This is an optimization exercise on Yosys and OpenROAD, whose aim is small area, not a production implementation.
Where RTL was checked, it was by simulation tests only, not by an equivalence proof against the original.
For run 1, only the layout was checked, not whether the RTL still works.

## flow/design.v (module list and top-level ports; edited modules follow where they fit)
// module add_rca: 15 lines
// module add_bk: 33 lines
// module add_sk: 26 lines
// module pan_tilt_top: 721 lines
module pan_tilt_top (
	input  logic clk,
	input  logic reset,
	input  logic in_valid,
	input  logic [11:0] x_com,
	input  logic [11:0] y_com,
	input  logic [11:0] x_light,
	input  logic [11:0] y_light,
	input  logic [11:0] height,
	output logic out_valid,
	output logic [7:0] pan,
	output logic [7:0] tilt
);
  // ...
==> flow/flow/run.sh <==
#!/bin/bash
set -euo pipefail
bash standard.sh ADDER_MAP_FILE= finish > flow_make.log 2>&1
==> flow/standard.sh <==
#!/bin/bash
# synth_recipe.tcl (not shown) runs the flow's synth.tcl, then flattens the netlist and writes it again
# the make line also repeats each setting of config.mk as NAME=value (left out here)
make -C /OpenROAD-flow-scripts/flow DESIGN_CONFIG=/design/flow/config.mk WORK_HOME=/design/flow/orfs CLKGATE_MAP_FILE= SYNTH_SCRIPT=/design/flow/synth_recipe.tcl "${@:-finish}"
==> flow/config.mk <==
export PLATFORM = sky130hd
export DESIGN_NAME = pan_tilt_top
export DESIGN_NICKNAME = pan_tilt_top
export VERILOG_FILES = /design/flow/design.v
export SDC_FILE = /design/flow/constraint.sdc
export NUM_CORES = 4
export LEC_CHECK = 0
export ABC_AREA = 1
export CAP_MARGIN = 20
export CORE_MARGIN = 2
export CORE_UTILIZATION = 40
export CTS_CLUSTER_DIAMETER = 100
export CTS_CLUSTER_SIZE = 24
export SLEW_MARGIN = 20
==> flow/constraint.sdc <==
create_clock -name core_clock -period 5.0 [get_ports {clk}]
set_input_delay 1.0000 -clock core_clock [delete_from_list [all_inputs] [get_ports {clk}]]
set_output_delay 1.0000 -clock core_clock [all_outputs]
set_load 0.01 [all_outputs]
==> key figures, run 1 <==
Cells and area
  • Seq/total area: 25.7%
  • Post-layout util: 46.6%
  • Inverter count: 839
  • Area Growth Syn to Fin: 14.9%
  • Plain + repair buffers: 229

Critical path
  • Setup slack, reg-to-reg: 0.19 ns
  • Crit path DAT: 3.82 ns
  • R2R cell count: 35
  • Worst path max stage delay: 0.36 ns
  • Critical Path Sink Type: output pin

Floorplan
  • Die Area: 85900 sq um

Timing
  • Hold_ws: 0.327 ns
  • Tcrit/Tclk final: 96.4%
  • Final Critical Period: 4.82 ns

Clock network
  • CTS tree: built
  • # clock sinks: 490
  • Worst-path clk slew: 0.09 ns

Global route
  • Grt met3 use: 1.47%
  • Met1 usage: 16.6%
  • GRT Util Overall: 14.7%

Place
  • Post-DP Area: 35600 sq um

Routing
  • 1st-pass router iterations: 5
  • Met2 WL: 34.1 mm
  • DRC errors left: 0

Worst hold path
  • Hold Crit Endpoint: height_r2[9]

Logic synthesis
  • Gate count of the mapped netlist: 4852
  • Synth Flop Type: dfxtp_1

Status
  • Status: complete, no violations
==> run 2, diff against run 1 <==
--- a/flow/design.v
+++ b/flow/design.v
@@ -185,17 +185,73 @@
 	logic [0:0] pb5_r5;
 	logic [0:0] pb6_r5;
 	logic [0:0] pb7_r5;
 	logic [0:0] pb8_r5;
 	logic [6:0] py9_r5;
 	logic [2:0] pa9_r5;
 	logic [13:0] pX_r5;
 	logic [12:0] hs_s5;
-	logic [26:0] hprod_s5;
+	logic hcsa_s5_1, hcsa_s5_2;
+	logic hcsa_s5_3, hcsa_s5_4;
+	logic hcsa_s5_5, hcsa_s5_6;
+	logic hcsa_s5_7, hcsa_s5_8;
+	logic hcsa_s5_9, hcsa_s5_10;
+	logic hcsa_s5_11, hcsa_s5_12;
+	logic hcsa_s5_13, hcsa_s5_14;
+	logic hcsa_s5_15, hcsa_s5_16;
+	logic hcsa_s5_17, hcsa_s5_18;
+	logic hcsa_s5_19, hcsa_s5_20;
+	logic hcsa_s5_21, hcsa_s5_22;
+	logic hcsa_s5_23, hcsa_s5_24;
+	logic hcsa_s5_25, hcsa_s5_26;
+	logic hcsa_s5_27, hcsa_s5_28;
+	logic hcsa_s5_29, hcsa_s5_30;
+	logic hcsa_s5_31, hcsa_s5_32;
+	logic hcsa_s5_33, hcsa_s5_34;
+	logic hcsa_s5_35, hcsa_s5_36;
+	logic hcsa_s5_37, hcsa_s5_38;
+	logic hcsa_s5_39, hcsa_s5_40;
+	logic hcsa_s5_41, hcsa_s5_42;
+	logic hcsa_s5_43, hcsa_s5_44;
+	logic hcsa_s5_45, hcsa_s5_46;
+	logic hcsa_s5_47, hcsa_s5_48;
+	logic hcsa_s5_49, hcsa_s5_50;
+	logic hcsa_s5_51, hcsa_s5_52;
+	logic hcsa_s5_53, hcsa_s5_54;
+	logic hcsa_s5_55, hcsa_s5_56;
+	logic hcsa_s5_57, hcsa_s5_58;
+	logic hcsa_s5_59, hcsa_s5_60;
+	logic hcsa_s5_61, hcsa_s5_62;
+	logic hcsa_s5_63, hcsa_s5_64;
+	logic hcsa_s5_65, hcsa_s5_66;
+	logic hcsa_s5_67, hcsa_s5_68;
+	logic hcsa_s5_69, hcsa_s5_70;
+	logic hcsa_s5_71, hcsa_s5_72;
+	logic hcsa_s5_73, hcsa_s5_74;
+	logic hcsa_s5_75, hcsa_s5_76;
+	logic hcsa_s5_77, hcsa_s5_78;
+	logic hcsa_s5_79, hcsa_s5_80;
+	logic hcsa_s5_81, hcsa_s5_82;
+	logic hcsa_s5_83, hcsa_s5_84;
+	logic hcsa_s5_85, hcsa_s5_86;
+	logic hcsa_s5_87, hcsa_s5_88;
+	logic hcsa_s5_89, hcsa_s5_90;
+	logic hcsa_s5_91, hcsa_s5_92;
+	logic hcsa_s5_93, hcsa_s5_94;
+	logic hcsa_s5_95, hcsa_s5_96;
+	logic hcsa_s5_97, hcsa_s5_98;
+	logic hcsa_s5_99, hcsa_s5_100;
+	logic hcsa_s5_101, hcsa_s5_102;
+	logic hcsa_s5_103, hcsa_s5_104;
+	logic hcsa_s5_105, hcsa_s5_106;
+	logic hcsa_s5_107, hcsa_s5_108;
+	logic hcsa_s5_109, hcsa_s5_110;
+	logic hcsa_s5_111, hcsa_s5_112;
+	logic [26:0] hcsa_s5_113, hcsa_s5_114, hcsa_s5_115;
 	logic [0:0] pb9_s5;
 	logic [5:0] py10_s5;
 	logic [2:0] pa10_s5;
 	logic pc9_s5;
 	logic [3:0] plo9_s5;
 	logic [0:0] pb10_s5;
 	logic [4:0] py11_s5;
 	logic [2:0] pa11_s5;
@@ -419,76 +475,190 @@
 	logic tqcsa_s12_1, tqcsa_s12_2;
 	logic tqcsa_s12_3, tqcsa_s12_4;
 	logic tqcsa_s12_5, tqcsa_s12_6;
 	logic [7:0] tqcsa_s12_7, tqcsa_s12_8, tqcsa_s12_9;
 	logic [7:0] tlo_s12;
 	logic [8:0] th1_s12;
 	logic [8:0] thh_s12;
 	logic [12:1] vld;
-	assign dx_s0 = {1'b0, x_com} - {1'b0, x_light};
-	assign dy_s0 = {1'b0, y_com} - {1'b0, y_light};
+	add_sk #(.W(13)) u_add1 (.a({1'b0, x_com}), .b({1'b1, ~x_light}), .ci(1'b1), .s(dx_s0));
+	add_sk #(.W(13)) u_add2 (.a({1'b0, y_com}), .b({1'b1, ~y_light}), .ci(1'b1), .s(dy_s0));
 	assign sf_s0 = dx_s0[12];
-	add_rca #(.W(12)) u_add1 (.a((dx_s0[11:0] ^ {12{dx_s0[12]}})), .b(12'd0), .ci(dx_s0[12]), .s(px0_s0));
-	add_rca #(.W(13)) u_add2 (.a((dy_s0 ^ {13{dx_s0[12]}})), .b(13'd0), .ci(dx_s0[12]), .s(py0_s0));
+	add_sk #(.W(12)) u_add3 (.a((dx_s0[11:0] ^ {12{dx_s0[12]}})), .b(12'd0), .ci(dx_s0[12]), .s(px0_s0));
+	add_sk #(.W(13)) u_add4 (.a((dy_s0 ^ {13{dx_s0[12]}})), .b(13'd0), .ci(dx_s0[12]), .s(py0_s0));
 	assign pb0_s1 = ~py0_r1[12];
-	add_rca #(.W(13)) u_add3 (.a({1'b0, px0_r1}), .b({1'b0, (py0_r1[11:0] ^ {12{py0_r1[12]}})}), .ci(py0_r1[12]), .s(px1_s1));
-	add_rca #(.W(13)) u_add4 (.a(py0_r1), .b(({1'b0, px0_r1[11:0]} ^ {13{~py0_r1[12]}})), .ci(~py0_r1[12]), .s(py1_s1));
+	add_rca #(.W(13)) u_add5 (.a({1'b0, px0_r1}), .b({1'b0, (py0_r1[11:0] ^ {12{py0_r1[12]}})}), .ci(py0_r1[12]), .s(px1_s1));
+	add_sk #(.W(13)) u_add6 (.a(py0_r1), .b(({1'b0, px0_r1[11:0]} ^ {13{~py0_r1[12]}})), .ci(~py0_r1[12]), .s(py1_s1));
 	assign pb1_s1 = ~py1_s1[12];
-	add_rca #(.W(13)) u_add5 (.a(px1_s1), .b({2'b0, (py1_s1[11:1] ^ {11{py1_s1[12]}})}), .ci(py1_s1[12]), .s(px2_s1));
-	add_rca #(.W(13)) u_add6 (.a(py1_s1), .b(({1'b0, px1_s1[12:1]} ^ {13{~py1_s1[12]}})), .ci(~py1_s1[12]), .s(py2_s1));
+	add_rca #(.W(13)) u_add7 (.a(px1_s1), .b({2'b0, (py1_s1[11:1] ^ {11{py1_s1[12]}})}), .ci(py1_s1[12]), .s(px2_s1));
+	add_sk #(.W(13)) u_add8 (.a(py1_s1), .b(({1'b0, px1_s1[12:1]} ^ {13{~py1_s1[12]}})), .ci(~py1_s1[12]), .s(py2_s1));
 	assign pb2_s2 = ~py2_r2[12];
-	add_rca #(.W(14)) u_add7 (.a({1'b0, px2_r2}), .b({4'b0, (py2_r2[11:2] ^ {10{py2_r2[12]}})}), .ci(py2_r2[12]), .s(px3_s2));
-	add_rca #(.W(12)) u_add8 (.a(py2_r2[11:0]), .b(({1'b0, px2_r2[12:2]} ^ {12{~py2_r2[12]}})), .ci(~py2_r2[12]), .s(py3_s2));
+	add_rca #(.W(14)) u_add9 (.a({1'b0, px2_r2}), .b({4'b0, (py2_r2[11:2] ^ {10{py2_r2[12]}})}), .ci(py2_r2[12]), .s(px3_s2));
+	add_sk #(.W(12)) u_add10 (.a(py2_r2[11:0]), .b(({1'b0, px2_r2[12:2]} ^ {12{~py2_r2[12]}})), .ci(~py2_r2[12]), .s(py3_s2));
 	assign pb3_s2 = ~py3_s2[11];
-	add_rca #(.W(14)) u_add9 (.a(px3_s2), .b({6'b0, (py3_s2[10:3] ^ {8{py3_s2[11]}})}), .ci(py3_s2[11]), .s(px4_s2));
-	add_rca #(.W(11)) u_add10 (.a(py3_s2[10:0]), .b((px3_s2[13:3] ^ {11{~py3_s2[11]}})), .ci(~py3_s2[11]), .s(py4_s2));
+	add_rca #(.W(14)) u_add11 (.a(px3_s2), .b({6'b0, (py3_s2[10:3] ^ {8{py3_s2[11]}})}), .ci(py3_s2[11]), .s(px4_s2));
+	add_sk #(.W(11)) u_add12 (.a(py3_s2[10:0]), .b((px3_s2[13:3] ^ {11{~py3_s2[11]}})), .ci(~py3_s2[11]), .s(py4_s2));
 	assign pb4_s3 = ~py4_r3[10];
-	add_rca #(.W(14)) u_add11 (.a(px4_r3), .b({8'b0, (py4_r3[9:4] ^ {6{py4_r3[10]}})}), .ci(py4_r3[10]), .s(px5_s3));
-	add_rca #(.W(11)) u_add12 (.a(py4_r3), .b(({1'b0, px4_r3[13:4]} ^ {11{~py4_r3[10]}})), .ci(~py4_r3[10]), .s(py5_s3));
+	add_rca #(.W(14)) u_add13 (.a(px4_r3), .b({8'b0, (py4_r3[9:4] ^ {6{py4_r3[10]}})}), .ci(py4_r3[10]), .s(px5_s3));
+	add_sk #(.W(11)) u_add14 (.a(py4_r3), .b(({1'b0, px4_r3[13:4]} ^ {11{~py4_r3[10]}})), .ci(~py4_r3[10]), .s(py5_s3));
 	assign pb5_s3 = ~py5_s3[10];
-	add_rca #(.W(14)) u_add13 (.a(px5_s3), .b({9'b0, (py5_s3[9:5] ^ {5{py5_s3[10]}})}), .ci(py5_s3[10]), .s(px6_s3));
-	add_rca #(.W(10)) u_add14 (.a(py5_s3[9:0]), .b(({1'b0, px5_s3[13:5]} ^ {10{~py5_s3[10]}})), .ci(~py5_s3[10]), .s(py6_s3));
+	add_rca #(.W(14)) u_add15 (.a(px5_s3), .b({9'b0, (py5_s3[9:5] ^ {5{py5_s3[10]}})}), .ci(py5_s3[10]), .s(px6_s3));
+	add_sk #(.W(10)) u_add16 (.a(py5_s3[9:0]), .b(({1'b0, px5_s3[13:5]} ^ {10{~py5_s3[10]}})), .ci(~py5_s3[10]), .s(py6_s3));
 	assign pb6_s4 = ~py6_r4[9];
-	add_rca #(.W(14)) u_add15 (.a(px6_r4), .b({11'b0, (py6_r4[8:6] ^ {3{py6_r4[9]}})}), .ci(py6_r4[9]), .s(px7_s4));
-	add_rca #(.W(9)) u_add16 (.a(py6_r4[8:0]), .b(({1'b0, px6_r4[13:6]} ^ {9{~py6_r4[9]}})), .ci(~py6_r4[9]), .s(py7_s4));
+	add_rca #(.W(14)) u_add17 (.a(px6_r4), .b({11'b0, (py6_r4[8:6] ^ {3{py6_r4[9]}})}), .ci(py6_r4[9]), .s(px7_s4));
+	add_sk #(.W(9)) u_add18 (.a(py6_r4[8:0]), .b(({1'b0, px6_r4[13:6]} ^ {9{~py6_r4[9]}})), .ci(~py6_r4[9]), .s(py7_s4));
 	assign pb7_s4 = ~py7_s4[8];
-	add_rca #(.W(14)) u_add17 (.a(px7_s4), .b({13'b0, (py7_s4[7:7] ^ {1{py7_s4[8]}})}), .ci(py7_s4[8]), .s(px8_s4));
-	add_rca #(.W(8)) u_add18 (.a(py7_s4[7:0]), .b(({1'b0, px7_s4[13:7]} ^ {8{~py7_s4[8]}})), .ci(~py7_s4[8]), .s(py8_s4));
+	add_rca #(.W(14)) u_add19 (.a(px7_s4), .b({13'b0, (py7_s4[7:7] ^ {1{py7_s4[8]}})}), .ci(py7_s4[8]), .s(px8_s4));
+	add_sk #(.W(8)) u_add20 (.a(py7_s4[7:0]), .b(({1'b0, px7_s4[13:7]} ^ {8{~py7_s4[8]}})), .ci(~py7_s4[8]), .s(py8_s4));
 	assign pb8_s4 = ~py8_s4[7];
 	assign pX_s4 = px8_s4;
 	assign pa9_s4 = {2'b0, py8_s4[7]};
-	add_rca #(.W(7)) u_add19 (.a(py8_s4[6:0]), .b(({1'b0, px8_s4[13:8]} ^ {7{~py8_s4[7]}})), .ci(~py8_s4[7]), .s(py9_s4));
-	assign hprod_s5 = height_r5 * 15'd26981;
-	assign hs_s5 = hprod_s5[26:14];
+	add_sk #(.W(7)) u_add21 (.a(py8_s4[6:0]), .b(({1'b0, px8_s4[13:8]} ^ {7{~py8_s4[7]}})), .ci(~py8_s4[7]), .s(py9_s4));
+	assign hcsa_s5_1 = height_r5[0] ^ height_r5[2];
+	assign hcsa_s5_2 = height_r5[0] & height_r5[2];
+	assign hcsa_s5_3 = height_r5[1] ^ height_r5[3] ^ height_r5[4];
+	assign hcsa_s5_4 = (height_r5[1] & height_r5[3]) | (height_r5[1] & height_r5[4]) | (height_r5[3] & height_r5[4]);
+	assign hcsa_s5_5 = height_r5[2] ^ height_r5[4] ^ height_r5[5];
+	assign hcsa_s5_6 = (height_r5[2] & height_r5[4]) | (height_r5[2] & height_r5[5]) | (height_r5[4] & height_r5[5]);
+	assign hcsa_s5_7 = height_r5[0] ^ height_r5[3] ^ height_r5[5];
+	assign hcsa_s5_8 = (height_r5[0] & height_r5[3]) | (height_r5[0] & height_r5[5]) | (height_r5[3] & height_r5[5]);
+	assign hcsa_s5_9 = height_r5[6] ^ height_r5[9];
+	assign hcsa_s5_10 = height_r5[6] & height_r5[9];
+	assign hcsa_s5_11 = height_r5[1] ^ height_r5[4] ^ height_r5[6];
+	assign hcsa_s5_12 = (height_r5[1] & height_r5[4]) | (height_r5[1] & height_r5[6]) | (height_r5[4] & height_r5[6]);
+	assign hcsa_s5_13 = height_r5[7] ^ height_r5[10];
+	assign hcsa_s5_14 = height_r5[7] & height_r5[10];
+	assign hcsa_s5_15 = height_r5[0] ^ height_r5[2] ^ height_r5[5];
+	assign hcsa_s5_16 = (height_r5[0] & height_r5[2]) | (height_r5[0] & height_r5[5]) | (height_r5[2] & height_r5[5]);
+	assign hcsa_s5_17 = height_r5[7] ^ height_r5[8] ^ height_r5[11];
+	assign hcsa_s5_18 = (height_r5[7] & height_r5[8]) | (height_r5[7] & height_r5[11]) | (height_r5[8] & height_r5[11]);
+	assign hcsa_s5_19 = height_r5[0] ^ height_r5[1] ^ height_r5[3];
+	assign hcsa_s5_20 = (height_r5[0] & height_r5[1]) | (height_r5[0] & height_r5[3]) | (height_r5[1] & height_r5[3]);
+	assign hcsa_s5_21 = height_r5[6] ^ height_r5[8] ^ height_r5[9];
+	assign hcsa_s5_22 = (height_r5[6] & height_r5[8]) | (height_r5[6] & height_r5[9]) | (height_r5[8] & height_r5[9]);
+	assign hcsa_s5_23 = height_r5[1] ^ height_r5[2] ^ height_r5[4];
+	assign hcsa_s5_24 = (height_r5[1] & height_r5[2]) | (height_r5[1] & height_r5[4]) | (height_r5[2] & height_r5[4]);
+	assign hcsa_s5_25 = height_r5[7] ^ height_r5[9] ^ height_r5[10];
+	assign hcsa_s5_26 = (height_r5[7] & height_r5[9]) | (height_r5[7] & height_r5[10]) | (height_r5[9] & height_r5[10]);
+	assign hcsa_s5_27 = height_r5[2] ^ height_r5[3] ^ height_r5[5];
+	assign hcsa_s5_28 = (height_r5[2] & height_r5[3]) | (height_r5[2] & height_r5[5]) | (height_r5[3] & height_r5[5]);
+	assign hcsa_s5_29 = height_r5[8] ^ height_r5[10] ^ height_r5[11];
+	assign hcsa_s5_30 = (height_r5[8] & height_r5[10]) | (height_r5[8] & height_r5[11]) | (height_r5[10] & height_r5[11]);
+	assign hcsa_s5_31 = height_r5[3] ^ height_r5[4] ^ height_r5[6];
+	assign hcsa_s5_32 = (height_r5[3] & height_r5[4]) | (height_r5[3] & height_r5[6]) | (height_r5[4] & height_r5[6]);
+	assign hcsa_s5_33 = height_r5[9] ^ height_r5[11];
+	assign hcsa_s5_34 = height_r5[9] & height_r5[11];
+	assign hcsa_s5_35 = height_r5[4] ^ height_r5[5] ^ height_r5[7];
+	assign hcsa_s5_36 = (height_r5[4] & height_r5[5]) | (height_r5[4] & height_r5[7]) | (height_r5[5] & height_r5[7]);
+	assign hcsa_s5_37 = height_r5[5] ^ height_r5[6];
+	assign hcsa_s5_38 = height_r5[5] & height_r5[6];
+	assign hcsa_s5_39 = height_r5[0] ^ height_r5[1];
+	assign hcsa_s5_40 = height_r5[0] & height_r5[1];
+	assign hcsa_s5_41 = height_r5[1] ^ height_r5[2] ^ height_r5[5];
+	assign hcsa_s5_42 = (height_r5[1] & height_r5[2]) | (height_r5[1] & height_r5[5]) | (height_r5[2] & height_r5[5]);
+	assign hcsa_s5_43 = hcsa_s5_1 ^ height_r5[3] ^ height_r5[6];
+	assign hcsa_s5_44 = (hcsa_s5_1 & height_r5[3]) | (hcsa_s5_1 & height_r5[6]) | (height_r5[3] & height_r5[6]);
+	assign hcsa_s5_45 = hcsa_s5_2 ^ hcsa_s5_3 ^ height_r5[7];
+	assign hcsa_s5_46 = (hcsa_s5_2 & hcsa_s5_3) | (hcsa_s5_2 & height_r5[7]) | (hcsa_s5_3 & height_r5[7]);
+	assign hcsa_s5_47 = hcsa_s5_4 ^ hcsa_s5_5 ^ height_r5[8];
+	assign hcsa_s5_48 = (hcsa_s5_4 & hcsa_s5_5) | (hcsa_s5_4 & height_r5[8]) | (hcsa_s5_5 & height_r5[8]);
+	assign hcsa_s5_49 = hcsa_s5_6 ^ hcsa_s5_7 ^ hcsa_s5_9;
+	assign hcsa_s5_50 = (hcsa_s5_6 & hcsa_s5_7) | (hcsa_s5_6 & hcsa_s5_9) | (hcsa_s5_7 & hcsa_s5_9);
+	assign hcsa_s5_51 = hcsa_s5_8 ^ hcsa_s5_10 ^ hcsa_s5_11;
+	assign hcsa_s5_52 = (hcsa_s5_8 & hcsa_s5_10) | (hcsa_s5_8 & hcsa_s5_11) | (hcsa_s5_10 & hcsa_s5_11);
+	assign hcsa_s5_53 = hcsa_s5_12 ^ hcsa_s5_14 ^ hcsa_s5_15;
+	assign hcsa_s5_54 = (hcsa_s5_12 & hcsa_s5_14) | (hcsa_s5_12 & hcsa_s5_15) | (hcsa_s5_14 & hcsa_s5_15);
+	assign hcsa_s5_55 = hcsa_s5_16 ^ hcsa_s5_18 ^ hcsa_s5_19;
+	assign hcsa_s5_56 = (hcsa_s5_16 & hcsa_s5_18) | (hcsa_s5_16 & hcsa_s5_19) | (hcsa_s5_18 & hcsa_s5_19);
+	assign hcsa_s5_57 = hcsa_s5_20 ^ hcsa_s5_22 ^ hcsa_s5_23;
+	assign hcsa_s5_58 = (hcsa_s5_20 & hcsa_s5_22) | (hcsa_s5_20 & hcsa_s5_23) | (hcsa_s5_22 & hcsa_s5_23);
+	assign hcsa_s5_59 = hcsa_s5_24 ^ hcsa_s5_26 ^ hcsa_s5_27;
+	assign hcsa_s5_60 = (hcsa_s5_24 & hcsa_s5_26) | (hcsa_s5_24 & hcsa_s5_27) | (hcsa_s5_26 & hcsa_s5_27);
+	assign hcsa_s5_61 = hcsa_s5_28 ^ hcsa_s5_30 ^ hcsa_s5_31;
+	assign hcsa_s5_62 = (hcsa_s5_28 & hcsa_s5_30) | (hcsa_s5_28 & hcsa_s5_31) | (hcsa_s5_30 & hcsa_s5_31);
+	assign hcsa_s5_63 = hcsa_s5_32 ^ hcsa_s5_34 ^ hcsa_s5_35;
+	assign hcsa_s5_64 = (hcsa_s5_32 & hcsa_s5_34) | (hcsa_s5_32 & hcsa_s5_35) | (hcsa_s5_34 & hcsa_s5_35);
+	assign hcsa_s5_65 = hcsa_s5_36 ^ hcsa_s5_37 ^ height_r5[8];
+	assign hcsa_s5_66 = (hcsa_s5_36 & hcsa_s5_37) | (hcsa_s5_36 & height_r5[8]) | (hcsa_s5_37 & height_r5[8]);
+	assign hcsa_s5_67 = hcsa_s5_38 ^ height_r5[6] ^ height_r5[7];
+	assign hcsa_s5_68 = (hcsa_s5_38 & height_r5[6]) | (hcsa_s5_38 & height_r5[7]) | (height_r5[6] & height_r5[7]);
+	assign hcsa_s5_69 = height_r5[7] ^ height_r5[8];
+	assign hcsa_s5_70 = height_r5[7] & height_r5[8];
+	assign hcsa_s5_71 = height_r5[8] ^ height_r5[9];
+	assign hcsa_s5_72 = height_r5[8] & height_r5[9];
+	assign hcsa_s5_73 = height_r5[0] ^ height_r5[3];
+	assign hcsa_s5_74 = height_r5[0] & height_r5[3];
+	assign hcsa_s5_75 = hcsa_s5_39 ^ height_r5[4] ^ height_r5[6];
+	assign hcsa_s5_76 = (hcsa_s5_39 & height_r5[4]) | (hcsa_s5_39 & height_r5[6]) | (height_r5[4] & height_r5[6]);
+	assign hcsa_s5_77 = hcsa_s5_40 ^ hcsa_s5_41 ^ height_r5[7];
+	assign hcsa_s5_78 = (hcsa_s5_40 & hcsa_s5_41) | (hcsa_s5_40 & height_r5[7]) | (hcsa_s5_41 & height_r5[7]);
+	assign hcsa_s5_79 = hcsa_s5_42 ^ hcsa_s5_43 ^ height_r5[8];
+	assign hcsa_s5_80 = (hcsa_s5_42 & hcsa_s5_43) | (hcsa_s5_42 & height_r5[8]) | (hcsa_s5_43 & height_r5[8]);
+	assign hcsa_s5_81 = hcsa_s5_44 ^ hcsa_s5_45 ^ height_r5[9];
+	assign hcsa_s5_82 = (hcsa_s5_44 & hcsa_s5_45) | (hcsa_s5_44 & height_r5[9]) | (hcsa_s5_45 & height_r5[9]);
+	assign hcsa_s5_83 = hcsa_s5_46 ^ hcsa_s5_47 ^ height_r5[10];
+	assign hcsa_s5_84 = (hcsa_s5_46 & hcsa_s5_47) | (hcsa_s5_46 & height_r5[10]) | (hcsa_s5_47 & height_r5[10]);
+	assign hcsa_s5_85 = hcsa_s5_48 ^ hcsa_s5_49 ^ height_r5[11];
+	assign hcsa_s5_86 = (hcsa_s5_48 & hcsa_s5_49) | (hcsa_s5_48 & height_r5[11]) | (hcsa_s5_49 & height_r5[11]);
+	assign hcsa_s5_87 = hcsa_s5_50 ^ hcsa_s5_51 ^ hcsa_s5_13;
+	assign hcsa_s5_88 = (hcsa_s5_50 & hcsa_s5_51) | (hcsa_s5_50 & hcsa_s5_13) | (hcsa_s5_51 & hcsa_s5_13);
+	assign hcsa_s5_89 = hcsa_s5_52 ^ hcsa_s5_53 ^ hcsa_s5_17;
+	assign hcsa_s5_90 = (hcsa_s5_52 & hcsa_s5_53) | (hcsa_s5_52 & hcsa_s5_17) | (hcsa_s5_53 & hcsa_s5_17);
+	assign hcsa_s5_91 = hcsa_s5_54 ^ hcsa_s5_55 ^ hcsa_s5_21;
+	assign hcsa_s5_92 = (hcsa_s5_54 & hcsa_s5_55) | (hcsa_s5_54 & hcsa_s5_21) | (hcsa_s5_55 & hcsa_s5_21);
+	assign hcsa_s5_93 = hcsa_s5_56 ^ hcsa_s5_57 ^ hcsa_s5_25;
+	assign hcsa_s5_94 = (hcsa_s5_56 & hcsa_s5_57) | (hcsa_s5_56 & hcsa_s5_25) | (hcsa_s5_57 & hcsa_s5_25);
+	assign hcsa_s5_95 = hcsa_s5_58 ^ hcsa_s5_59 ^ hcsa_s5_29;
+	assign hcsa_s5_96 = (hcsa_s5_58 & hcsa_s5_59) | (hcsa_s5_58 & hcsa_s5_29) | (hcsa_s5_59 & hcsa_s5_29);
+	assign hcsa_s5_97 = hcsa_s5_60 ^ hcsa_s5_61 ^ hcsa_s5_33;
+	assign hcsa_s5_98 = (hcsa_s5_60 & hcsa_s5_61) | (hcsa_s5_60 & hcsa_s5_33) | (hcsa_s5_61 & hcsa_s5_33);
+	assign hcsa_s5_99 = hcsa_s5_62 ^ hcsa_s5_63 ^ height_r5[10];
+	assign hcsa_s5_100 = (hcsa_s5_62 & hcsa_s5_63) | (hcsa_s5_62 & height_r5[10]) | (hcsa_s5_63 & height_r5[10]);
+	assign hcsa_s5_101 = hcsa_s5_64 ^ hcsa_s5_65 ^ height_r5[11];
+	assign hcsa_s5_102 = (hcsa_s5_64 & hcsa_s5_65) | (hcsa_s5_64 & height_r5[11]) | (hcsa_s5_65 & height_r5[11]);
+	assign hcsa_s5_103 = hcsa_s5_66 ^ hcsa_s5_67 ^ height_r5[9];
+	assign hcsa_s5_104 = (hcsa_s5_66 & hcsa_s5_67) | (hcsa_s5_66 & height_r5[9]) | (hcsa_s5_67 & height_r5[9]);
+	assign hcsa_s5_105 = hcsa_s5_68 ^ hcsa_s5_69 ^ height_r5[10];
+	assign hcsa_s5_106 = (hcsa_s5_68 & hcsa_s5_69) | (hcsa_s5_68 & height_r5[10]) | (hcsa_s5_69 & height_r5[10]);
+	assign hcsa_s5_107 = hcsa_s5_70 ^ hcsa_s5_71 ^ height_r5[11];
+	assign hcsa_s5_108 = (hcsa_s5_70 & hcsa_s5_71) | (hcsa_s5_70 & height_r5[11]) | (hcsa_s5_71 & height_r5[11]);
+	assign hcsa_s5_109 = hcsa_s5_72 ^ height_r5[9] ^ height_r5[10];
+	assign hcsa_s5_110 = (hcsa_s5_72 & height_r5[9]) | (hcsa_s5_72 & height_r5[10]) | (height_r5[9] & height_r5[10]);
+	assign hcsa_s5_111 = height_r5[10] ^ height_r5[11];
+	assign hcsa_s5_112 = height_r5[10] & height_r5[11];
+	assign hcsa_s5_113 = {1'b0, hcsa_s5_112, hcsa_s5_110, hcsa_s5_108, hcsa_s5_106, hcsa_s5_104, hcsa_s5_102, hcsa_s5_100, hcsa_s5_98, hcsa_s5_96, hcsa_s5_94, hcsa_s5_92, hcsa_s5_90, hcsa_s5_88, hcsa_s5_86, hcsa_s5_84, hcsa_s5_82, hcsa_s5_80, hcsa_s5_78, hcsa_s5_76, hcsa_s5_74, hcsa_s5_73, height_r5[2], height_r5[1], height_r5[0], height_r5[1], height_r5[0]};
+	assign hcsa_s5_114 = {1'b0, height_r5[11], hcsa_s5_111, hcsa_s5_109, hcsa_s5_107, hcsa_s5_105, hcsa_s5_103, hcsa_s5_101, hcsa_s5_99, hcsa_s5_97, hcsa_s5_95, hcsa_s5_93, hcsa_s5_91, hcsa_s5_89, hcsa_s5_87, hcsa_s5_85, hcsa_s5_83, hcsa_s5_81, hcsa_s5_79, hcsa_s5_77, hcsa_s5_75, height_r5[5], height_r5[4], height_r5[3], height_r5[2], 1'b0, 1'b0};
+	add_rca #(.W(27)) u_add22 (.a(hcsa_s5_113), .b(hcsa_s5_114), .ci(1'b0), .s(hcsa_s5_115));
+	assign hs_s5 = hcsa_s5_115[26:14];
 	assign pb9_s5 = ~py9_r5[6];
 	assign pa10_s5 = pa9_r5 + {2'b0, py9_r5[6]};
 	assign plo9_s5 = {1'b0, pX_r5[2:0]} + {1'b0, pa9_r5};
 	assign pc9_s5 = (&pX_r5[8:3]) & plo9_s5[3];
-	add_rca #(.W(6)) u_add20 (.a(py9_r5[5:0]), .b(({1'b0, pX_r5[13:9]} ^ {6{~py9_r5[6]}})), .ci(~(pc9_s5 ^ py9_r5[6])), .s(py10_s5));
+	add_sk #(.W(6)) u_add23 (.a(py9_r5[5:0]), .b(({1'b0, pX_r5[13:9]} ^ {6{~py9_r5[6]}})), .ci(~(pc9_s5 ^ py9_r5[6])), .s(py10_s5));
 	assign pb10_s5 = ~py10_s5[5];
 	assign pa11_s5 = pa10_s5 + {2'b0, py10_s5[5]};
 	assign plo10_s5 = {1'b0, pX_r5[2:0]} + {1'b0, pa10_s5};
 	assign pc10_s5 = (&pX_r5[9:3]) & plo10_s5[3];
-	add_rca #(.W(5)) u_add21 (.a(py10_s5[4:0]), .b(({1'b0, pX_r5[13:10]} ^ {5{~py10_s5[5]}})), .ci(~(pc10_s5 ^ py10_s5[5])), .s(py11_s5));
+	add_sk #(.W(5)) u_add24 (.a(py10_s5[4:0]), .b(({1'b0, pX_r5[13:10]} ^ {5{~py10_s5[5]}})), .ci(~(pc10_s5 ^ py10_s5[5])), .s(py11_s5));
 	assign pb11_s5 = ~py11_s5[4];
 	assign pa12_s5 = pa11_s5 + {2'b0, py11_s5[4]};
 	assign plo11_s5 = {1'b0, pX_r5[2:0]} + {1'b0, pa11_s5};
 	assign pc11_s5 = (&pX_r5[10:3]) & plo11_s5[3];
-	add_rca #(.W(5)) u_add22 (.a(py11_s5), .b(({2'b0, pX_r5[13:11]} ^ {5{~py11_s5[4]}})), .ci(~(pc11_s5 ^ py11_s5[4])), .s(py12_s5));
+	add_sk #(.W(5)) u_add25 (.a(py11_s5), .b(({2'b0, pX_r5[13:11]} ^ {5{~py11_s5[4]}})), .ci(~(pc11_s5 ^ py11_s5[4])), .s(py12_s5));
 	assign pb12_s6 = ~py12_r6[4];
 	assign pa13_s6 = pa12_r6 + {2'b0, py12_r6[4]};
 	assign plo12_s6 = {1'b0, pX_r6[2:0]} + {1'b0, pa12_r6};
 	assign pc12_s6 = (&pX_r6[11:3]) & plo12_s6[3];
-	add_rca #(.W(4)) u_add23 (.a(py12_r6[3:0]), .b(({2'b0, pX_r6[13:12]} ^ {4{~py12_r6[4]}})), .ci(~(pc12_s6 ^ py12_r6[4])), .s(py13_s6));
+	add_sk #(.W(4)) u_add26 (.a(py12_r6[3:0]), .b(({2'b0, pX_r6[13:12]} ^ {4{~py12_r6[4]}})), .ci(~(pc12_s6 ^ py12_r6[4])), .s(py13_s6));
 	assign pb13_s6 = ~py13_s6[3];
 	assign pa14_s6 = pa13_s6 + {2'b0, py13_s6[3]};
-	add_rca #(.W(14)) u_add24 (.a(pX_r6), .b({11'b0, pa14_s6}), .ci(1'b0), .s(px14_s6));
-	add_rca #(.W(14)) u_add25 (.a(px14_s6), .b({1'b0, hs_r6}), .ci(1'b0), .s(tx1_s6));
-	add_rca #(.W(15)) u_add26 (.a({1'b0, px14_s6}), .b(~{2'b0, hs_r6}), .ci(1'b1), .s(ty1_s6));
+	add_sk #(.W(14)) u_add27 (.a(pX_r6), .b({11'b0, pa14_s6}), .ci(1'b0), .s(px14_s6));
+	add_sk #(.W(14)) u_add28 (.a(px14_s6), .b({1'b0, hs_r6}), .ci(1'b0), .s(tx1_s6));
+	add_sk #(.W(15)) u_add29 (.a({1'b0, px14_s6}), .b(~{2'b0, hs_r6}), .ci(1'b1), .s(ty1_s6));
 	assign pcsa_s7_1 = pb2_r7 ^ pb3_r7;
 	assign pcsa_s7_2 = pb2_r7 & pb3_r7;
 	assign pcsa_s7_3 = pcsa_s7_1 ^ pb4_r7 ^ pb6_r7;
 	assign pcsa_s7_4 = (pcsa_s7_1 & pb4_r7) | (pcsa_s7_1 & pb6_r7) | (pb4_r7 & pb6_r7);
 	assign pcsa_s7_5 = pb7_r7 ^ pb8_r7;
 	assign pcsa_s7_6 = pb7_r7 & pb8_r7;
 	assign pcsa_s7_7 = pcsa_s7_2 ^ pb2_r7 ^ pb4_r7;
 	assign pcsa_s7_8 = (pcsa_s7_2 & pb2_r7) | (pcsa_s7_2 & pb4_r7) | (pb2_r7 & pb4_r7);
@@ -565,43 +735,43 @@
 	assign pcsa_s7_79 = pb3_r7 ^ 1'b1;
 	assign pcsa_s7_80 = pb3_r7 & 1'b1;
 	assign pcsa_s7_81 = pb2_r7 ^ 1'b1;
 	assign pcsa_s7_82 = pb2_r7 & 1'b1;
 	assign pcsa_s7_83 = pb1_r7 ^ 1'b1;
 	assign pcsa_s7_84 = pb1_r7 & 1'b1;
 	assign pcsa_s7_85 = {1'b0, pcsa_s7_84, pcsa_s7_82, pcsa_s7_80, pcsa_s7_78, pcsa_s7_76, pcsa_s7_74, pcsa_s7_72, pcsa_s7_70, pcsa_s7_68, pcsa_s7_66, pcsa_s7_64, pcsa_s7_62, pcsa_s7_60, pcsa_s7_59, 1'b1};
 	assign pcsa_s7_86 = {1'b0, pb0_r7, pcsa_s7_83, pcsa_s7_81, pcsa_s7_79, pcsa_s7_77, pcsa_s7_75, pcsa_s7_73, pcsa_s7_71, pcsa_s7_69, pcsa_s7_67, pcsa_s7_65, pcsa_s7_63, pcsa_s7_61, 1'b1, 1'b0};
-	add_rca #(.W(16)) u_add27 (.a(pcsa_s7_85), .b(pcsa_s7_86), .ci(1'b0), .s(pcsa_s7_87));
+	add_sk #(.W(16)) u_add30 (.a(pcsa_s7_85), .b(pcsa_s7_86), .ci(1'b0), .s(pcsa_s7_87));
 	assign pan_b_s7 = {pcsa_s7_87[15] ^ sf_r7, pcsa_s7_87[14:8]};
 	assign tb1_s7 = ~ty1_r7[14];
-	add_rca #(.W(15)) u_add28 (.a({1'b0, tx1_r7}), .b({2'b0, (ty1_r7[13:1] ^ {13{ty1_r7[14]}})}), .ci(ty1_r7[14]), .s(tx2_s7));
-	add_rca #(.W(14)) u_add29 (.a(ty1_r7[13:0]), .b(({1'b0, tx1_r7[13:1]} ^ {14{~ty1_r7[14]}})), .ci(~ty1_r7[14]), .s(ty2_s7));
+	add_rca #(.W(15)) u_add31 (.a({1'b0, tx1_r7}), .b({2'b0, (ty1_r7[13:1] ^ {13{ty1_r7[14]}})}), .ci(ty1_r7[14]), .s(tx2_s7));
+	add_sk #(.W(14)) u_add32 (.a(ty1_r7[13:0]), .b(({1'b0, tx1_r7[13:1]} ^ {14{~ty1_r7[14]}})), .ci(~ty1_r7[14]), .s(ty2_s7));
 	assign tb2_s7 = ~ty2_s7[13];
-	add_rca #(.W(15)) u_add30 (.a(tx2_s7), .b({4'b0, (ty2_s7[12:2] ^ {11{ty2_s7[13]}})}), .ci(ty2_s7[13]), .s(tx3_s7));
-	add_rca #(.W(13)) u_add31 (.a(ty2_s7[12:0]), .b((tx2_s7[14:2] ^ {13{~ty2_s7[13]}})), .ci(~ty2_s7[13]), .s(ty3_s7));
+	add_rca #(.W(15)) u_add33 (.a(tx2_s7), .b({4'b0, (ty2_s7[12:2] ^ {11{ty2_s7[13]}})}), .ci(ty2_s7[13]), .s(tx3_s7));
+	add_sk #(.W(13)) u_add34 (.a(ty2_s7[12:0]), .b((tx2_s7[14:2] ^ {13{~ty2_s7[13]}})), .ci(~ty2_s7[13]), .s(ty3_s7));
 	assign tb3_s8 = ~ty3_r8[12];
-	add_rca #(.W(15)) u_add32 (.a(tx3_r8), .b({6'b0, (ty3_r8[11:3] ^ {9{ty3_r8[12]}})}), .ci(ty3_r8[12]), .s(tx4_s8));
-	add_rca #(.W(13)) u_add33 (.a(ty3_r8), .b(({1'b0, tx3_r8[14:3]} ^ {13{~ty3_r8[12]}})), .ci(~ty3_r8[12]), .s(ty4_s8));
+	add_rca #(.W(15)) u_add35 (.a(tx3_r8), .b({6'b0, (ty3_r8[11:3] ^ {9{ty3_r8[12]}})}), .ci(ty3_r8[12]), .s(tx4_s8));
+	add_sk #(.W(13)) u_add36 (.a(ty3_r8), .b(({1'b0, tx3_r8[14:3]} ^ {13{~ty3_r8[12]}})), .ci(~ty3_r8[12]), .s(ty4_s8));
 	assign tb4_s8 = ~ty4_s8[12];
-	add_rca #(.W(15)) u_add34 (.a(tx4_s8), .b({7'b0, (ty4_s8[11:4] ^ {8{ty4_s8[12]}})}), .ci(ty4_s8[12]), .s(tx5_s8));
-	add_rca #(.W(12)) u_add35 (.a(ty4_s8[11:0]), .b(({1'b0, tx4_s8[14:4]} ^ {12{~ty4_s8[12]}})), .ci(~ty4_s8[12]), .s(ty5_s8));
+	add_rca #(.W(15)) u_add37 (.a(tx4_s8), .b({7'b0, (ty4_s8[11:4] ^ {8{ty4_s8[12]}})}), .ci(ty4_s8[12]), .s(tx5_s8));
+	add_sk #(.W(12)) u_add38 (.a(ty4_s8[11:0]), .b(({1'b0, tx4_s8[14:4]} ^ {12{~ty4_s8[12]}})), .ci(~ty4_s8[12]), .s(ty5_s8));
 	assign tb5_s9 = ~ty5_r9[11];
-	add_rca #(.W(15)) u_add36 (.a(tx5_r9), .b({9'b0, (ty5_r9[10:5] ^ {6{ty5_r9[11]}})}), .ci(ty5_r9[11]), .s(tx6_s9));
-	add_rca #(.W(11)) u_add37 (.a(ty5_r9[10:0]), .b(({1'b0, tx5_r9[14:5]} ^ {11{~ty5_r9[11]}})), .ci(~ty5_r9[11]), .s(ty6_s9));
+	add_rca #(.W(15)) u_add39 (.a(tx5_r9), .b({9'b0, (ty5_r9[10:5] ^ {6{ty5_r9[11]}})}), .ci(ty5_r9[11]), .s(tx6_s9));
+	add_sk #(.W(11)) u_add40 (.a(ty5_r9[10:0]), .b(({1'b0, tx5_r9[14:5]} ^ {11{~ty5_r9[11]}})), .ci(~ty5_r9[11]), .s(ty6_s9));
 	assign tb6_s9 = ~ty6_s9[10];
-	add_rca #(.W(15)) u_add38 (.a(tx6_s9), .b({11'b0, (ty6_s9[9:6] ^ {4{ty6_s9[10]}})}), .ci(ty6_s9[10]), .s(tx7_s9));
-	add_rca #(.W(10)) u_add39 (.a(ty6_s9[9:0]), .b(({1'b0, tx6_s9[14:6]} ^ {10{~ty6_s9[10]}})), .ci(~ty6_s9[10]), .s(ty7_s9));
+	add_rca #(.W(15)) u_add41 (.a(tx6_s9), .b({11'b0, (ty6_s9[9:6] ^ {4{ty6_s9[10]}})}), .ci(ty6_s9[10]), .s(tx7_s9));
+	add_sk #(.W(10)) u_add42 (.a(ty6_s9[9:0]), .b(({1'b0, tx6_s9[14:6]} ^ {10{~ty6_s9[10]}})), .ci(~ty6_s9[10]), .s(ty7_s9));
 	assign tb7_s10 = ~ty7_r10[9];
-	add_rca #(.W(15)) u_add40 (.a(tx7_r10), .b({13'b0, (ty7_r10[8:7] ^ {2{ty7_r10[9]}})}), .ci(ty7_r10[9]), .s(tx8_s10));
-	add_rca #(.W(9)) u_add41 (.a(ty7_r10[8:0]), .b(({1'b0, tx7_r10[14:7]} ^ {9{~ty7_r10[9]}})), .ci(~ty7_r10[9]), .s(ty8_s10));
+	add_rca #(.W(15)) u_add43 (.a(tx7_r10), .b({13'b0, (ty7_r10[8:7] ^ {2{ty7_r10[9]}})}), .ci(ty7_r10[9]), .s(tx8_s10));
+	add_sk #(.W(9)) u_add44 (.a(ty7_r10[8:0]), .b(({1'b0, tx7_r10[14:7]} ^ {9{~ty7_r10[9]}})), .ci(~ty7_r10[9]), .s(ty8_s10));
 	assign tb8_s10 = ~ty8_s10[8];
 	assign tX_s10 = tx8_s10;
 	assign ta9_s10 = {2'b0, ty8_s10[8]};
-	add_rca #(.W(8)) u_add42 (.a(ty8_s10[7:0]), .b(({1'b0, tx8_s10[14:8]} ^ {8{~ty8_s10[8]}})), .ci(~ty8_s10[8]), .s(ty9_s10));
+	add_sk #(.W(8)) u_add45 (.a(ty8_s10[7:0]), .b(({1'b0, tx8_s10[14:8]} ^ {8{~ty8_s10[8]}})), .ci(~ty8_s10[8]), .s(ty9_s10));
 	assign tXh9_s10 = tX_s10[14:9];
 	assign tXa9_s10 = &tX_s10[8:3];
 	assign tXl9_s10 = tX_s10[2:0];
 	assign tX_s11 = {tXh9_r11, {6{tXa9_r11}}, tXl9_r11};
 	assign tpcsa_s11_1 = tb2_r11 ^ tb3_r11;
 	assign tpcsa_s11_2 = tb2_r11 & tb3_r11;
 	assign tpcsa_s11_3 = tpcsa_s11_1 ^ tb4_r11 ^ tb6_r11;
 	assign tpcsa_s11_4 = (tpcsa_s11_1 & tb4_r11) | (tpcsa_s11_1 & tb6_r11) | (tb4_r11 & tb6_r11);
@@ -654,47 +824,47 @@
 	assign tpcsa_s11_51 = tb3_r11 ^ 1'b1;
 	assign tpcsa_s11_52 = tb3_r11 & 1'b1;
 	assign tpcsa_s11_53 = tb2_r11 ^ 1'b1;
 	assign tpcsa_s11_54 = tb2_r11 & 1'b1;
 	assign tpcsa_s11_55 = tb1_r11 ^ 1'b1;
 	assign tpcsa_s11_56 = tb1_r11 & 1'b1;
 	assign tpcsa_s11_57 = {1'b1, tpcsa_s11_56, tpcsa_s11_54, tpcsa_s11_52, tpcsa_s11_50, tpcsa_s11_48, tpcsa_s11_46, tpcsa_s11_44, tpcsa_s11_42, tpcsa_s11_40, tpcsa_s11_38, tpcsa_s11_36, tpcsa_s11_34, tpcsa_s11_32, tpcsa_s11_31, 1'b1};
 	assign tpcsa_s11_58 = {1'b0, 1'b1, tpcsa_s11_55, tpcsa_s11_53, tpcsa_s11_51, tpcsa_s11_49, tpcsa_s11_47, tpcsa_s11_45, tpcsa_s11_43, tpcsa_s11_41, tpcsa_s11_39, tpcsa_s11_37, tpcsa_s11_35, tpcsa_s11_33, 1'b1, 1'b0};
-	add_rca #(.W(16)) u_add43 (.a(tpcsa_s11_57), .b(tpcsa_s11_58), .ci(1'b0), .s(tpcsa_s11_59));
+	add_sk #(.W(16)) u_add46 (.a(tpcsa_s11_57), .b(tpcsa_s11_58), .ci(1'b0), .s(tpcsa_s11_59));
 	assign tpart_s11 = tpcsa_s11_59;
 	assign tb9_s11 = ~ty9_r11[7];
 	assign ta10_s11 = ta9_r11 + {2'b0, ty9_r11[7]};
 	assign tlo9_s11 = {1'b0, tX_s11[2:0]} + {1'b0, ta9_r11};
 	assign tc9_s11 = (&tX_s11[8:3]) & tlo9_s11[3];
-	add_rca #(.W(7)) u_add44 (.a(ty9_r11[6:0]), .b(({1'b0, tX_s11[14:9]} ^ {7{~ty9_r11[7]}})), .ci(~(tc9_s11 ^ ty9_r11[7])), .s(ty10_s11));
+	add_sk #(.W(7)) u_add47 (.a(ty9_r11[6:0]), .b(({1'b0, tX_s11[14:9]} ^ {7{~ty9_r11[7]}})), .ci(~(tc9_s11 ^ ty9_r11[7])), .s(ty10_s11));
 	assign tb10_s11 = ~ty10_s11[6];
 	assign ta11_s11 = ta10_s11 + {2'b0, ty10_s11[6]};
 	assign tlo10_s11 = {1'b0, tX_s11[2:0]} + {1'b0, ta10_s11};
 	assign tc10_s11 = (&tX_s11[9:3]) & tlo10_s11[3];
-	add_rca #(.W(6)) u_add45 (.a(ty10_s11[5:0]), .b(({1'b0, tX_s11[14:10]} ^ {6{~ty10_s11[6]}})), .ci(~(tc10_s11 ^ ty10_s11[6])), .s(ty11_s11));
+	add_sk #(.W(6)) u_add48 (.a(ty10_s11[5:0]), .b(({1'b0, tX_s11[14:10]} ^ {6{~ty10_s11[6]}})), .ci(~(tc10_s11 ^ ty10_s11[6])), .s(ty11_s11));
 	assign tb11_s11 = ~ty11_s11[5];
 	assign ta12_s11 = ta11_s11 + {2'b0, ty11_s11[5]};
 	assign tlo11_s11 = {1'b0, tX_s11[2:0]} + {1'b0, ta11_s11};
 	assign tc11_s11 = (&tX_s11[10:3]) & tlo11_s11[3];
-	add_rca #(.W(5)) u_add46 (.a(ty11_s11[4:0]), .b(({1'b0, tX_s11[14:11]} ^ {5{~ty11_s11[5]}})), .ci(~(tc11_s11 ^ ty11_s11[5])), .s(ty12_s11));
+	add_sk #(.W(5)) u_add49 (.a(ty11_s11[4:0]), .b(({1'b0, tX_s11[14:11]} ^ {5{~ty11_s11[5]}})), .ci(~(tc11_s11 ^ ty11_s11[5])), .s(ty12_s11));
 	assign tb12_s11 = ~ty12_s11[4];
 	assign tlo12_s11 = {1'b0, tX_s11[2:0]} + {1'b0, ta12_s11};
 	assign tc12_s11 = (&tX_s11[11:3]) & tlo12_s11[3];
-	add_rca #(.W(5)) u_add47 (.a(ty12_s11), .b(({2'b0, tX_s11[14:12]} ^ {5{~ty12_s11[4]}})), .ci(~(tc12_s11 ^ ty12_s11[4])), .s(ty13_s11));
+	add_sk #(.W(5)) u_add50 (.a(ty12_s11), .b(({2'b0, tX_s11[14:12]} ^ {5{~ty12_s11[4]}})), .ci(~(tc12_s11 ^ ty12_s11[4])), .s(ty13_s11));
 	assign tb13_s12 = ~ty13_r12[4];
 	assign tqcsa_s12_1 = tb11_r12 ^ tb12_r12;
 	assign tqcsa_s12_2 = tb11_r12 & tb12_r12;
 	assign tqcsa_s12_3 = tb10_r12 ^ tb12_r12;
 	assign tqcsa_s12_4 = tb10_r12 & tb12_r12;
 	assign tqcsa_s12_5 = tb9_r12 ^ tb11_r12;
 	assign tqcsa_s12_6 = tb9_r12 & tb11_r12;
 	assign tqcsa_s12_7 = {1'b0, 1'b0, tb9_r12, tqcsa_s12_6, tqcsa_s12_4, tqcsa_s12_2, tqcsa_s12_1, 1'b0};
 	assign tqcsa_s12_8 = {1'b0, 1'b0, 1'b0, tb10_r12, tqcsa_s12_5, tqcsa_s12_3, tb13_s12, 1'b0};
-	add_rca #(.W(8)) u_add48 (.a(tqcsa_s12_7), .b(tqcsa_s12_8), .ci(1'b0), .s(tqcsa_s12_9));
+	add_sk #(.W(8)) u_add51 (.a(tqcsa_s12_7), .b(tqcsa_s12_8), .ci(1'b0), .s(tqcsa_s12_9));
 	assign tlo_s12 = {1'b0, tpart_r12[6:0]} + tqcsa_s12_9[7:0];
 	assign th1_s12 = tpart_r12[15:7] + 1'b1;
 	assign thh_s12 = tlo_s12[7] ? th1_s12 : tpart_r12[15:7];
 	assign tilt_b_s12 = thh_s12[8] ? 8'd0 : thh_s12[7] ? 8'd255 : {thh_s12[6:0], tlo_s12[6:6]};
 	always_ff @(posedge clk) begin
 		if (reset) vld <= '0;
 		else vld <= {vld[11:1], in_valid};
 	end
==> run 2 against run 1 <==
  * Still clean on timing, DRC and antenna
  * Die area is 0.45% lower
  * Routed wire length is 3.3% higher
  * Highest routed layer unchanged
==> key figures, run 2 <==
Status
  • Status: complete, no violations (unchanged)

Routing
  • Total Wirelength: 66.5 mm (was 64.3 mm)
  • Detail Route Antenna Nets: 0 (unchanged)
  • DR WL/cell: 10.7 um (was 10.5 um)
  • Vias/cell: 4.46 (was 4.36)
  • Routed via count: 27800 (was 26800)
  • DRC errors left: 0 (unchanged)
  • Initial drt markers: 1024 (was 867)
  • 1st-pass router iterations: 5 (unchanged)

Clock network
  • Num CTS Buffers: 28 (was 29)
  • H-tree depth: 1 (unchanged)
  • # clock sinks: 490 (unchanged)
  • Latest clock arrival within the worst-skew pair: 0.61 ns (was 0.62 ns)
  • CTS tree: built (unchanged)
  • Worst-path clk slew: 0.09 ns (about the same)
  • Root Driver: clkbuf_16 (unchanged)
  • Worst-case clock buffer depth: 3 (unchanged)

Critical path
  • Worst path max stage delay: 0.38 ns (was 0.36 ns)
  • Cell mode on critical path: nor2_4 (was nand2_1)
  • Crit path DAT: 3.84 ns (was 3.82 ns)
  • Critical Path Sink Type: output pin (unchanged)
  • WS Path Type: reg2out (unchanged)
  • Max FO, Critical Path: 5 (was 6)
  • Crit-path slowest cell: dfxtp_4 (was dfxtp_2)
  • Crit-path leading delay family: simple AND/OR/NAND/NOR gates (unchanged)
  • Worst path buffer plus inverter count: 7 (was 6)
  • Startpoint Class: flop (unchanged)
  • Worst EP required: 4.00 ns (about the same)

Logic synthesis
  • Yosys warns: 14 (was 1)
  • Top cell type by total area after synthesis: dfxtp_1 (unchanged)
  • Synthesized cell area: 33300 sq um (was 33400 sq um)
  • Largest cells by area after synthesis: dfxtp_1, nand2_1, xor2_1 (was dfxtp_1, xor2_1, nand2_1)
  • Most numerous cell in the Yosys netlist: nand2_1 (unchanged)
  • Yosys reg bits: 490 (unchanged)
  • Post-synth top area share: 29.5% (was 29.4%)
  • Ys async rst share: 0% (unchanged)
  • Syn nets: 5083 (was 4915)
  • Post-synth EDFFs: 0 (unchanged)
  • Top post-synthesis cells by count: nand2_1, inv_1, xor2_1, dfxtp_1, nor2_1 (unchanged)
  • Yosys cell types: 72 (was 78)
  • Gate count of the mapped netlist: 5020 (was 4852)
  • Syn_area_per_cell: 6.63 sq um (was 6.89 sq um)
  • Synth Flop Type: dfxtp_1 (unchanged)
  • Seq/Total Area, Yosys: 29.5% (was 29.4%)

Place
  • Placed cells: 6162 (was 6002)
  • Hpwl dp: 55.2 mm (was 52.0 mm)
  • Place WS: -0.182 ns (was -0.0715 ns)
  • I/O Buffers: 79 (unchanged)
  • GPL Wtd Cong: 0.838 (was 0.836)
  • Post-DP Area: 35400 sq um (was 35600 sq um)

Timing
  • Max Clock Freq: 0.206 GHz (was 0.207 GHz)
  • Final Critical Period: 4.84 ns (was 4.82 ns)
  • Worst-Margin Slew: 0.810 ns (was 0.599 ns)
  • Post-Route Skew: 0.0181 ns (was 0.0294 ns)
  • Max-slew violations: 0 (unchanged)
  • Tcrit/Tclk final: 96.9% (was 96.4%)
  • Max_slew headroom: 44.6% (was 59.5%)
  • RSZ-0062 raised after global routing: yes (unchanged)
  • Final hold violations: 0 (unchanged)
  • Setup_tns: 0 ns (unchanged)
  • Setup WS post-layout: 0.157 ns (was 0.178 ns)
  • Final setup fails: 0 (unchanged)

Floorplan
  • Core area: 82200 sq um (was 82400 sq um)
  • FP Rows: 105 (unchanged)
  • Die Y: 292 um (was 293 um)
  • Die Span X: 292 um (was 293 um)
  • Starting density of the core: 40.4% (was 40.6%)
  • IO Pins: 80 (unchanged)
  • Die Area: 85500 sq um (was 85900 sq um)

Global route
  • Initial antenna violation count: 0 (unchanged)
  • Overflow after GRT: 0 (unchanged)
  • M2 GR Usage: 29.0% (was 29.5%)
  • GRT Util Overall: 15.7% (was 14.7%)
  • Largest net degree at the start of global routing: 25 (was 29)
  • Busiest layer in global routing: met2 (unchanged)
  • Number of global-route vias before repair: 25800 (was 24500)
  • First-pass GRT wire length: 114 mm (was 108 mm)
  • Grt met3 use: 1.49% (was 1.47%)
  • Met1 usage: 19.7% (was 16.6%)

Cells and area
  • Design Area, Final: 36800 sq um (was 38400 sq um)
  • Nets: 5212 (was 5128)
  • Most frequent cells in the layout: nand2_1, inv_1, xor2_1 (unchanged)
  • Antenna Cells: 0 (unchanged)
  • Non-filler cells in the finished layout: 6234 (was 6147)
  • Layout cells sized above 1: 8.85% (was 15.5%)
  • Area Growth Syn to Fin: 10.6% (was 14.9%)
  • Commonest non-fill, non-tap cell in the layout: nand2_1 (unchanged)

Job
  • Total of max-cap violations: 0 (unchanged)

Worst hold path
  • Hold Path Class: reg2reg (unchanged)
==> run 2: kinds of logic after synthesis <==
group,count (synthesis),share of synthesized area [%]
compound gates,337,5.83
xor+xnor,810,21.7
fa+ha+maj,10,0.312
buf+inv,841,9.99
flops,490,29.5
mux,3,0.0940
simple gates,2529,32.6
==> run 2: repair_timing <==
action	in CTS	in global routing
resized for setup	62	58
setup buffers	31	3
pin swaps	18	26
hold buffers	0	0
endpoints found under the setup margin	8	39
==> run 2: final timing paths <==
| kind | startpoint | slack [ns] | end | cells past startpoint |
|---|---|---|---|---|
| setup / recovery | tb10_r12 | 0.16 | tilt[4] | 25 |
| hold / removal | pb6_r6 | 0.32 | pb6_r7 | 0 |
| setup reg to reg | pX_r6[4] | 0.59 | tx1_r7[13] | 29 |
| hold reg to reg | pb6_r6 | 0.32 | pb6_r7 | 0 |
==> run 2: routing by layer <==
metal,wire (um),part of all wire (%),vias to the layer above
met5,0,0,-
met2,31700,48,276
li1,-,-,15400
met1,31800,48,12100
met4,1110,1.7,0
met3,1910,2.9,65
==> run 2: metrics by stage <==
step / util, % / hold slack, ns
finish: 44.7 / 0.324
global route: 44.7 / 0.331
CTS: 44.5 / 0.325
detailed placement: 43.0 / 0.312
global placement: 43.0 / 0.310
floorplan: - / 0.310
==> run 2: cell type report <==
type                    count  area (sq um)
fillers                  8563         45400
multi-input cells        3689         20400
flip-flops and latches    490          9820
inverters                 791          2990
well taps                1070          1340
repair buffers            149          1300
clock buffers              30           708
clock inverters            15           200

-- afterwards: timing with drivers on the ports --
In the flow no input, the clock included, has a driving cell. The finished layouts below were timed again as built, in two steps. Step 1: set_driving_cell puts a clkbuf_16 on clk and a buf_2 on each other input, an assumption about the parent block. Step 2 adds t to the input delays and takes it off the output delays; t is the mean of the earliest and latest rising clock arrival at the registers after step 1. Input paths then give back, and output paths get back, about the clock's delay inside the block. Slacks: ideal / step 1 / step 2; pairs: ideal / step 1.
run	t (ns)	setup WS [ns]	worst data-port slew with drivers (ns)
run 1	0.662	0.178 / 0.117 / -0.027	0.05
run 2	0.658	0.157 / 0.095 / 0.008	0.05
With both steps, setup timing fails in run 1, where it was met with ideal ports. The setup slack of run 1, which loses most, moves by -0.061 ns with the drivers and by -0.205 ns with both steps.
